What follows belongs to an exercise in optimizing a design on an open flow for small area; a production flow would make more cautious choices. Function was checked by simulation only, so behaviour that the tests miss may differ from the original. No activity file was given, so power comes from the tool's default toggle rates.

==> flow/design.v <==
package trivium_pkg;
    localparam int KEY_BITS = 80;
    localparam int IV_BITS = 80;
    localparam int STATE_BITS = 288;
    localparam int A_BITS = 93;   
    localparam int B_BITS = 84;   
    localparam int C_BITS = 111;  
    localparam int SETUP_ROUNDS = 1152;
    typedef logic [KEY_BITS-1:0] key_t;
    typedef logic [IV_BITS-1:0] iv_t;
    typedef struct packed {
        logic [C_BITS-1:0] c;
        logic [B_BITS-1:0] b;
        logic [A_BITS-1:0] a;
    } regs_t;
    typedef union packed {
        logic [STATE_BITS-1:0] flat;
        regs_t regs;
    } trivium_state_u;
endpackage
`timescale 1ns/1ps
module trivium_xor2 (
    input logic a, b,
    output logic y
);
    assign y = a ^ b;
endmodule
module trivium_xand (
    input logic a, p, q,
    output logic y
);
    assign y = a ^ (p & q);
endmodule
module trivium_round (
    input logic a66, a69, a91, a92, a93,
    input logic b69, b78, b82, b83, b84,
    input logic c66, c87, c109, c110, c111,
    output logic fa, fb, fc, z
);
    logic t1, t2, t3, t12, u1, u2, u3;
    trivium_xor2 i_t1 (.a(a66), .b(a93), .y(t1));
    trivium_xor2 i_t2 (.a(b69), .b(b84), .y(t2));
    trivium_xor2 i_t3 (.a(c66), .b(c111), .y(t3));
    trivium_xor2 i_t12 (.a(t1), .b(t2), .y(t12));
    trivium_xor2 i_z (.a(t12), .b(t3), .y(z));
    trivium_xor2 i_u1 (.a(t1), .b(b78), .y(u1));
    trivium_xor2 i_u2 (.a(t2), .b(c87), .y(u2));
    trivium_xor2 i_u3 (.a(t3), .b(a69), .y(u3));
    trivium_xand i_fb (.a(u1), .p(a91), .q(a92), .y(fb));
    trivium_xand i_fc (.a(u2), .p(b82), .q(b83), .y(fc));
    trivium_xand i_fa (.a(u3), .p(c109), .q(c110), .y(fa));
endmodule
`timescale 1ns/1ps
module trivium_sel3 (
    input logic ld, adv, hold,
    input logic k, n, q,
    output logic d
);
    assign d = (ld & k) | (adv & n) | (hold & q);
endmodule
module trivium_sel2 (
    input logic adv, hold,
    input logic n, q,
    output logic d
);
    assign d = (adv & n) | (hold & q);
endmodule
`timescale 1ns/1ps
module trivium_top #(
    parameter int STEP_BITS = 64
) (
    input logic clk,
    input logic rst,
    input logic start,
    input logic stall,
    input trivium_pkg::key_t key,
    input trivium_pkg::iv_t iv,
    output logic [STEP_BITS-1:0] keystream,
    output logic keystream_valid,
    output logic ready
);
    logic [288:1] s;
    logic [288:1] nx;
    logic [288:1] ld;
    logic [63:0] z;
    logic setup, gen;
    logic [4:0] cnt;
    logic load, adv;
    assign ready = !setup;
    assign load = start && !setup && !stall;
    assign adv = !stall && (setup || (gen && !start));
    always_ff @(posedge clk) begin
        if (rst) begin
            setup <= 1'b0;
            gen <= 1'b0;
        end else if (load) begin
            setup <= 1'b1;
            gen <= 1'b0;
        end else if (setup && !stall && cnt == 5'd17) begin
            setup <= 1'b0;
            gen <= 1'b1;
        end
    end
    always_ff @(posedge clk) begin
        if (load) cnt <= '0;
        else if (!stall) cnt <= cnt + 1'b1;
    end
    always_ff @(posedge clk) begin
        if (rst) keystream_valid <= 1'b0;
        else keystream_valid <= gen && !stall && !start;
    end
    for (genvar k = 0; k < 64; k++) begin : g_round
        trivium_round i_round (
            .a66(s[66-k]), .a69(s[69-k]), .a91(s[91-k]), .a92(s[92-k]), .a93(s[93-k]),
            .b69(s[162-k]), .b78(s[171-k]), .b82(s[175-k]), .b83(s[176-k]), .b84(s[177-k]),
            .c66(s[243-k]), .c87(s[264-k]), .c109(s[286-k]), .c110(s[287-k]), .c111(s[288-k]),
            .fa(nx[1+63-k]), .fb(nx[94+63-k]), .fc(nx[178+63-k]), .z(z[k])
        );
    end
    assign nx[93:65] = s[29:1];
    assign nx[177:158] = s[113:94];
    assign nx[288:242] = s[224:178];
    always_comb begin
        ld = '0;
        ld[80:1] = key;
        ld[173:94] = iv;
        ld[288:286] = 3'b111;
    end
    wire hold = !(load || adv);
    logic [288:1] d;
    for (genvar i = 1; i <= 288; i++) begin : g_bit
        if ((i >= 1 && i <= 80) || (i >= 94 && i <= 173)) begin : g_key
            trivium_sel3 i_sel (.ld(load), .adv(adv), .hold(hold), .k(ld[i]), .n(nx[i]), .q(s[i]), .d(d[i]));
        end else if (i >= 286) begin : g_one
            assign d[i] = load | (adv & nx[i]) | (hold & s[i]);
        end else begin : g_zero
            trivium_sel2 i_sel (.adv(adv), .hold(hold), .n(nx[i]), .q(s[i]), .d(d[i]));
        end
    end
    always_ff @(posedge clk) s <= d;
    always_ff @(posedge clk) keystream <= z;
endmodule
==> flow/run.sh <==
#!/bin/bash
# synth_recipe.tcl (not shown) runs the flow's synth.tcl, then flattens the netlist and writes it again
# the make line also repeats each setting of config.mk as NAME=value (left out here)
make -C /OpenROAD-flow-scripts/flow DESIGN_CONFIG=/design/flow/config.mk WORK_HOME=/design/flow/orfs CLKGATE_MAP_FILE= SYNTH_SCRIPT=/design/flow/synth_recipe.tcl finish
==> flow/config.mk <==
export PLATFORM = sky130hd
export DESIGN_NAME = trivium_top
export DESIGN_NICKNAME = trivium_top
export VERILOG_FILES = /design/flow/design.v
export SDC_FILE = /design/flow/constraint.sdc
export NUM_CORES = 4
export LEC_CHECK = 0
export CAP_MARGIN = 20
export CORE_MARGIN = 2
export CORE_UTILIZATION = 40
export SLEW_MARGIN = 20
export SYNTH_HIERARCHICAL = 1
==> flow/constraint.sdc <==
create_clock -name core_clock -period 4.0 [get_ports {clk}]
set_input_delay 0.8000 -clock core_clock [delete_from_list [all_inputs] [get_ports {clk}]]
set_output_delay 0.8000 -clock core_clock [all_outputs]
set_load 0.01 [all_outputs]
==> run summary <==
[worst reg2reg max path, stage by stage (launching register included)]
cell and delay [ps]:
dfxtp_1 400, inv_1 120, a21oi_4 170, buf_4 370
buf_12 520, a222oi_1 380, inv_1 100
[final cells by class]
| type | instances | area (um2) | area share (%) |
|---|---|---|---|
| sequential | 360 | 7210 | 32.1 |
| clock buffer | 61 | 1310 | 5.82 |
| timing repair buffer | 238 | 2430 | 10.8 |
| inverter | 163 | 612 | 2.72 |
| tap | 592 | 741 | 3.30 |
| multi-input combinational | 1217 | 9860 | 43.9 |
| clock inverter | 17 | 294 | 1.31 |
[flip-flops by register name, indices dropped and copies added (netlist names)]
name,count
keystream,64
setup,1
keystream_valid,1
gen,1
s,288
cnt,5
[kinds of logic (layout without fill, tap and decap cells)]
group,count (synthesis),count (layout),share of synthesized area [%]
muxes,3,3,0.170
and+or+nand+nor,216,216,4.87
adders and majority gates,2,2,0.142
AOI/OAI and AO/OA,288,288,15.4
xor gates and xnor gates,708,708,35.1
DFF,360,360,40.8
buffers and inverters,165,479,3.57
[per-module statistics from Yosys (local to each module, per instance), excerpt]
module	cells inside	times used	area (um2)
trivium_top	401	1	7500
trivium_sel3	2	160	13.8
trivium_xand	2	192	12.5
trivium_sel2	1	125	8.76
trivium_xor2	1	512	8.76
[where the power goes]
part,internal [mW],switching [mW],total [mW]
registers,4.86,2.33,7.19
clock network,2.79,1.63,4.41
logic,4.10,4.56,8.66
total,11.7,8.52,20.3
[final timing paths]
path              start  cells past startpoint  slack (ps)     to
setup / recovery  stall                      6        1430  s[29]
hold / removal     s[1]                      2         460  s[65]
setup reg to reg  setup                      6        1880  s[29]
hold reg to reg    s[1]                      2         460  s[65]
[stage by stage]
step	util, %	instances
after global routing	51.1	2648
after global placement	47.5	2570
after floorplan	-	1742
final	51.1	2648
after detailed placement	47.5	2570
after CTS	51.1	2648
[layer usage]
layer | GRT usage, % | part of all wire, %
met4 | 12.8 | 4.4
met3 | 6.51 | 11
met1 | 39.4 | 40
met5 | 0 | 0
met2 | 46.6 | 44
[layout by cell type, fill, tap and decap left out, drive strengths merged, types with 4 or more instances in the layout]
cell and instances:
nor3 4, clkbuf 61, nor2 14, xor2 515
xnor2 193, a22o 125, bufinv 8, clkinv 6
nand2 192, a222oi 160, inv 164, clkdlybuf4s50 229
buf 9, dfxtp 360
==> flow_summary.json <==
{
  "fin_ws_ps": 1430,
  "grt_max_degree": 175,
  "hold_path.class": "reg2reg",
  "drtIter0Drc": 2678,
  "io_buffers": 229,
  "pre_cts_ws_ps": 954,
  "crit_arrival_ps": 3080,
  "grt_pass1_vias": 14300,
  "drive_above_1_share_pct": 4.33,
  "synth_area_leaders": "dfxtp_1, xor2_1, xnor2_1",
  "nNetsFinal": 2189,
  "total_power_mw": 20.3,
  "numCtsBuffers": 43,
  "rsz0062_at_grt": "no",
  "grt_first_pass_wirelength_um": 99600,
  "routed_via_density": 5.61,
  "slew_headroom_pct": 39.9,
  "start_util_pct": 40.2,
  "syn_avg_cell_area_um2": 10.1,
  "ir_drop_mv": 0.397,
  "antenna_found_initial": 0,
  "worstSkewPairLatency_ps": 580,
  "antenna_cells": 0,
  "ant_nets": 0,
  "status": "no timing/DRC/antenna violations",
  "required_ps": 4510,
  "synth_area_um2": 17700,
  "synthMostInstantiatedCell": "xor2_1",
  "cts_buffer_depth": 3,
  "cts_tree": "done",
  "cts_resized": 0,
  "leakagePower_nw": 10.3,
  "cellPowerDensity_nw_per_um2": 902,
  "post-route-period-util_pct": 64.3,
  "vias": 14900,
  "dieArea_um2": 45900,
  "syn_nets": 1908,
  "clk_pin_slew_ps": 60,
  "fin_hold_ws_ps": 460,
  "die_y_um": 214,
  "crit_type": "in2reg",
  "gr-total-overflow": 0,
  "skew_ps": 19.4,
  "synth_edf_count": 0,
  "critical_path.top_delay_family": "buffers and inverters",
  "htree_levels": 2,
  "wl_per_cell_um": 26.7,
  "synth-main-ff-cell": "dfxtp_1",
  "critPathSlowestCell": "clkdlybuf4s50_1",
  "ys_seq_area_share_pct": 40.8,
  "area_delta_synth_final_pct": 27.0,
  "path_max_fanout": 152,
  "post-cts-setup-buffers": 0,
  "yosysWarnings": 7,
  "globalplace.congestion": 0.934,
  "yosysUniqueCellTypes": 23,
  "start_kind": "input port",
  "hold_viol": 0,
  "die_w_um": 214,
  "yosys-top-cells-count": "xor2_1, dfxtp_1, xnor2_1",
  "std_cell_rows": 77,
  "dp_hpwl_um": 51700,
  "grt_usage_pct": 29.7,
  "cp_slowest_stage_delay_ps": 650,
  "tns_ps": 0,
  "finalSetupViolCount": 0,
  "path_buf_inv": 4,
  "maxSlewViolCount": 0,
  "final_area_um2": 22500,
  "yosys.area.top_type": "dfxtp_1",
  "end_kind": "flop",
  "ctsHoldBuffers": 0,
  "clock-sinks": 360,
  "cts-root-buf": "clkbuf_16",
  "place_area_um2": 20900,
  "drv_cap": 0,
  "fillCellCount": 4123,
  "wirelength_um": 70600,
  "io_pins": 230,
  "max_freq_mhz": 389,
  "yosys.area.top_type_share_pct": 40.8,
  "synth-async-reset-ratio_pct": 0,
  "synth_cells": 1742,
  "worstMarginPinSlew_ps": 901,
  "drc": 0,
  "min_period_ps": 2570,
  "dr.pass1.iters": 12,
  "crit_chain": "clkdlybuf4s50_1, a21oi_4, buf_4, buf_12, a222oi_1, inv_1",
  "ys_seq_elements": 360,
  "core-area_um2": 43900
}

## separate check: timing with driven ports
Ports are ideal in the flow. The routed layout listed here was re-timed in OpenROAD. Step 1 assumes that a clkbuf_16 drives the clock port and a buf_2 every other input. Step 2 moves the port delays by t, midway between the first and last clock arrival at a register: inputs arrive t later, outputs are due t later. That takes back most of the time a late clock gives input paths. Three values: no drivers, after step 1, after step 2; two values: the first two.
t, ns: 0.623
slack for setup (ns): 1.426 / 1.460 / 0.838
clock arrival spread, ns: 0.020 / 0.021
worst register clock-pin slew, ns: 0.06 / 0.06
After both steps this run still meets setup and hold. For this run, drivers alone change the setup slack by +0.034 ns; drivers and shift together by -0.588 ns.
